From an optimization exercise on the open Yosys and OpenROAD flow, aimed at a short achievable clock period and few clock cycles; shortcuts taken in it are not production practice.
The RTL was checked by simulation tests, not by an equivalence proof against the original design.
Power figures rest on the tool's default switching activity, not on a simulated workload.

Setup of P:
Design mipsCore, start of the top module:
module mipsCore (
    input  logic               CLK,
    input  logic               rst_n,
    output logic [32-1:0] o_pc,
    input  logic [32-1:0] i_instr,
    output logic [32-1:0] o_memAddr,
    output logic [32-1:0] o_memWrData,
    output logic               o_memWrite,
    output logic               o_memRead,
    input  logic [32-1:0] i_memRdData,
    input  logic               i_memReady
);
export LEC_CHECK = 0
export CAP_MARGIN = 20
export CORE_MARGIN = 2
export CORE_UTILIZATION = 35
export SETUP_SLACK_MARGIN = 5
export SLEW_MARGIN = 20
create_clock -name core_clock -period 8.0 [get_ports {CLK}]
standard.sh (not shown) runs the stock make flow with config.mk's settings and CLKGATE_MAP_FILE= SYNTH_SCRIPT=/design/flow/synth_recipe.tcl, a recipe that flattens the netlist after the stock synthesis.
==> flow/flow/run.sh <==
#!/bin/bash
# The standard layout (the standard.sh, unchanged settings and steps),
# except that synthesis leaves full and half adders to abc as plain gates
# instead of mapping them to the platform's adder cells: an empty
# ADDER_MAP_FILE skips ORFS's extract_fa/techmap adder step. Registers,
# their names and cell types are the same as in the standard synthesis.
set -euo pipefail
export ADDER_MAP_FILE=
bash standard.sh > flow_make.log 2>&1
P reached the end of the flow, and the finished layout is clean on the timing, design-rule and antenna checks.
Testbench counts of P, summed over its fixed seeds: cycles 28,300.
Relative to P, the following input files were edited for Q:
# P
export LEC_CHECK = 0
export CAP_MARGIN = 20
export CORE_MARGIN = 2
export CORE_UTILIZATION = 35
export SETUP_SLACK_MARGIN = 5
export SLEW_MARGIN = 20
create_clock -name core_clock -period 8.0 [get_ports {CLK}]
# Q
export LEC_CHECK = 0
export CAP_MARGIN = 20
export CORE_MARGIN = 2
export CORE_UTILIZATION = 45
export PLACE_DENSITY = 0.64
export SETUP_SLACK_MARGIN = 5
export SLEW_MARGIN = 20
create_clock -name core_clock -period 8.0 [get_ports {CLK}]
- Number of vias after detailed routing delta (Q − P): favourable
- Q: critical path depth is 2 higher than what P reported.
- In Q relative to P, design area had gone down slightly.
- Register-to-register slack came out lower on Q than on P.
--- input diff Q..R ---
# Q
export LEC_CHECK = 0
export CAP_MARGIN = 20
export CORE_MARGIN = 2
export CORE_UTILIZATION = 45
export PLACE_DENSITY = 0.64
export SETUP_SLACK_MARGIN = 5
export SLEW_MARGIN = 20
create_clock -name core_clock -period 8.0 [get_ports {CLK}]
# R
export LEC_CHECK = 0
export CAP_MARGIN = 20
export CORE_MARGIN = 2
export CORE_UTILIZATION = 40
export SETUP_SLACK_MARGIN = 5
export SLEW_MARGIN = 20
create_clock -name core_clock -period 8.0 [get_ports {CLK}]
### Flow results
The number of flops mapped to enable cells by yosys of R and that of Q are within noise of each other. Per the comparison of R with Q, part of the total power dissipated in combinational logic picked up an extra 2.2 points, clock network fraction of design power went down 0.7 points, per-cell via count in the routed design fell 3.8%. R gives more switching part of the total than Q did. Looking at R and Q, the leakage power is a wash. Going from Q to R, number of tapcells grew by more than 10%.

Setup of job 101:
mipsCore, a different RTL version from the one above (not shown whole).
Size: ~6400 cells after synthesis, roughly 1400 flip-flops, about 83000 um^2 of cells after synthesis.
clock: 8.0 ns
lec_check: 0
cap_margin: 20
core_margin: 2
core_utilization: 50
place_density: 0.68
setup_slack_margin: 5
slew_margin: 20
Scripts as last shown in full above: flow/flow/run.sh
No stage failed in job 101, and the final checks on the layout all came back clean.
Testbench counts of job 101, summed over its fixed seeds: cycles 27,765.
diff inputs: job 101 => job 102
Settings: CORE_UTILIZATION: 50 -> 45; PLACE_DENSITY: 0.68 -> 0.64.
Findings:
Job 102 | status: complete | timing, DRC, antenna: pass. Taking job 101 as the reference point, the area growth from synthesis to layout of job 102 rises by 0.78 points. Taking job 101 as the reference, in job 102 share of power burned in registers lower; via count of the first global-routing pass dropped 924; combinational fraction of design power climbed 2.1 points. Of job 102 and job 101, job 101 shows the higher final cell utilization of the core, with job 102 below it. Diff job 101..job 102 | number of register bits inferred by synthesis | unchanged. Relative to job 101, the first-pass GRT wire length of job 102 is lower by 0.41%.

[static timing again, ports no longer ideal]
The flow's constraints put no driver on any port. The routed layouts listed below were extracted and timed again, unchanged, in two steps. Step 1: set_driving_cell puts a clkbuf_16 on CLK and a buf_2 on each other input, an assumption about the parent block. Step 2 times the ports against the registers' clock, not the clock port: input delays grow and output delays shrink by t, the midpoint of the rising clock arrivals with the driver on. Slacks: ideal / step 1 / step 2; pairs: ideal / step 1.
run | shift t [ns] | setup slack, ns | cell pins on the clock port's net
P | 0.909 | 4.594 / 4.058 / 3.149 | 1
Q | 0.921 | 4.557 / 4.305 / 3.384 | 1
R | 0.898 | 4.655 / 4.162 / 3.264 | 1
job 101 | 0.887 | 4.423 / 4.134 / 3.247 | 1
job 102 | 0.910 | 4.490 / 4.126 / 3.216 | 1
After both steps every run listed still meets setup and hold. For P, which loses most, drivers alone change the setup slack by -0.536 ns; drivers and shift together by -1.445 ns.
